Context: an optimization exercise on an open-source flow, tuned for small area. The choices shown serve that exercise and are no tape-out recipe.
Only simulation tests tie the RTL to the original design; equivalence was not proved.
Power and IR drop assume default switching activity.

==> flow/design.v (excerpt) <==
module csr_unit (
    input  logic                           clk_i,
    input  logic                           rst_i,
    input  logic                           wb_cyc_i,
    input  logic                           wb_stb_i,
    input  logic                           wb_we_i,
    input  logic [11:0]                    wb_adr_i,
    input  logic [secv_pkg::XLEN-1:0]      wb_dat_i,
    output logic [secv_pkg::XLEN-1:0]      wb_dat_o,
    output logic                           wb_ack_o,
    output logic                           wb_err_o,
    input  logic [1:0]                     csr_op_i,      
    input  logic [secv_pkg::HART_ID_W-1:0] hartid_i,
    input  logic                           exc_i,
    input  logic [3:0]                     exc_type_i,
    input  logic [secv_pkg::XLEN-1:0]      pc_i,
    input  logic [secv_pkg::XLEN-1:0]      tval_i,
    input  logic                           mret_i,
    input  logic                           retire_i,
    output logic                           trap_o,
    output logic [secv_pkg::XLEN-1:0]      redirect_pc_o
);
For scale: roughly 2,400 cells after synthesis, ~350 I/O pins.
export LEC_CHECK = 0
export CAP_MARGIN = 10
export CORE_MARGIN = 2
export CORE_UTILIZATION = 40
export SLEW_MARGIN = 10
create_clock -name core_clock -period 4.0 [get_ports {clk_i}]
standard.sh (not shown) runs the stock make flow with config.mk's settings and CLKGATE_MAP_FILE= SYNTH_SCRIPT=/design/flow/synth_recipe.tcl, a recipe that flattens the netlist after the stock synthesis.
==> flow/flow/run.sh <==
#!/bin/bash
# Own layout flow: the standard ORFS flow, with
#  - an area-oriented ABC mapping script in synthesis (the rest of synthesis unchanged),
#  - minimum-size buffers on the ports,
#  - a clock tree built from smaller buffers.
# Each tool's output is logged in this folder (and ORFS keeps its own logs under orfs/logs).
set -euo pipefail
W=$PWD
F=$W/flow

# Synthesis script: synth_recipe.tcl, with ORFS's synth.tcl swapped for a copy whose abc call
# uses our own ABC script.
sed 's#^\(\s*\)log_cmd abc {\*}\$abc_args#\1set abc_args [lreplace $abc_args 1 1 '"$F"'/abc_area2.script]\n\1log_cmd abc {*}$abc_args#' \
    "$FLOW_HOME/scripts/synth.tcl" > "$W/synth_area.tcl"
grep -q "abc_area2.script" "$W/synth_area.tcl"
sed "s#\$::env(SCRIPTS_DIR)/synth.tcl#$W/synth_area.tcl#" "$W/synth_recipe.tcl" > "$W/synth_recipe_area.tcl"
grep -q "synth_area.tcl" "$W/synth_recipe_area.tcl"

export CTS_ARGS="-sink_clustering_enable -repair_clock_nets -dont_use_dummy_load -sink_clustering_size 16 -sink_clustering_max_diameter 60 -buf_list sky130_fd_sc_hd__clkbuf_8"
export BUFFER_PORTS_ARGS="-buffer_cell sky130_fd_sc_hd__buf_1"
bash standard.sh synth SYNTH_SCRIPT="$W/synth_recipe_area.tcl" > "$W/flow_synth.log" 2>&1
bash standard.sh finish > "$W/flow_finish.log" 2>&1
==> flow/flow/abc_area2.script <==
&get -n
&st
&dch
&nf -p -a
&put
The starting point finished with timing, DRC and antenna clean.
==> next run, changes <==
==> flow/flow/abc_area2.script (replaced) <==
&get -n
&st
&dch -f
&nf -a
&put
--- a/flow/config.mk
+++ b/flow/config.mk
@@ -8 +8 @@
-export CAP_MARGIN = 10
+export CAP_MARGIN = 20
@@ -10,2 +10,2 @@
-export CORE_UTILIZATION = 40
-export SLEW_MARGIN = 10
+export CORE_UTILIZATION = 55
+export SLEW_MARGIN = 20
The changed run passed the timing, design-rule and antenna checks; sequential share of layout area grows by 0.41 points; wire length shrinks by 3.9%; critical path depth grows by 1; area after synthesis barely changes; total power shrinks by 0.94%; register-to-register slack stays flat; die area shrinks by 27%; sequential power is about the same.
==> next run, changes <==
==> flow/flow/abc_area2.script (replaced) <==
&get -n
&st
&dch
&nf -p -a
&put
--- a/flow/config.mk
+++ b/flow/config.mk
@@ -10 +10,2 @@
-export CORE_UTILIZATION = 55
+export CORE_UTILIZATION = 40
+export GPL_TIMING_DRIVEN = 0
- synthesized area is about the same
- wire length is higher by 3.9%
- final area is higher by 4.4%
- register-to-register slack barely changes
- power is higher by 2.0%
==> next run, changes <==
--- a/flow/flow/run.sh
+++ b/flow/flow/run.sh
@@ -5 +5,2 @@
-#  - a clock tree built from smaller buffers.
+#  - a clock tree built from smaller buffers,
+#  - no timing repair before placement (it sizes gates up against unbuffered fanouts).
@@ -19,0 +21 @@
+export REMOVE_ABC_BUFFERS=1
--- a/flow/config.mk
+++ b/flow/config.mk
@@ -11 +10,0 @@
-export GPL_TIMING_DRIVEN = 0
Wire length came out lower by about 2%; combinational power came out lower by about 9%; maximum frequency came out higher by about 2.8%; die area is unchanged; setup slack gets better by 100 ps; non-clock buffer count came out lower by 9; utilization came out lower by 1.6 points; global-route usage came out lower by 0.44 points; synthesized area does not change; worst hold slack gets worse by 28 ps.
==> next run, changes <==
--- a/flow/flow/run.sh
+++ b/flow/flow/run.sh
@@ -5,2 +5 @@
-#  - a clock tree built from smaller buffers,
-#  - no timing repair before placement (it sizes gates up against unbuffered fanouts).
+#  - a clock tree built from smaller buffers.
@@ -21 +19,0 @@
-export REMOVE_ABC_BUFFERS=1
==> flow/flow/abc_area2.script (replaced) <==
&get -n
&st
&dch -f
&nf -a
&put
--- a/flow/config.mk
+++ b/flow/config.mk
@@ -10,0 +11 @@
+export PLACE_DENSITY = 0.8
Cell count barely changes.
Global-route usage shrinks by 0.70 points.
Die area barely changes.
Routed wire length drops by a few percent.
Synthesized cell count is about the same.
Total power decreases slightly.
Maximum frequency goes down slightly.

==> port drivers added, routing unchanged <==
The results above use ideal ports. As a check the final layouts listed here were re-extracted and re-timed, cells and wires unchanged. Step 1 (the two cells are an assumption about what drives the block):
set clk [get_ports {clk_i}]
set_driving_cell -lib_cell sky130_fd_sc_hd__clkbuf_16 $clk
set_driving_cell -lib_cell sky130_fd_sc_hd__buf_2 [delete_from_list [all_inputs] $clk]
Step 2 also shifts input and output timing later by t, the mid clock arrival at the registers, as if the neighbouring blocks saw the same clock. a / b / c = ideal / step 1 / step 2; a / b = the first two.
run	t, ns	setup slack, ns	worst setup path at the end
the first run	0.732	0.215 / 0.215 / -0.293	input to register
the second run	0.708	0.206 / 0.206 / -0.376	input to register
the third run	0.715	0.203 / 0.203 / -0.430	input to register
the fourth run	0.742	0.306 / 0.306 / -0.316	input to register
the fifth run	0.714	0.286 / 0.286 / -0.204	input to register
With both steps, setup timing fails in every run listed, where it was met with ideal ports. For the third run, which loses most, drivers alone change the setup slack by 0.000 ns; drivers and shift together by -0.633 ns.
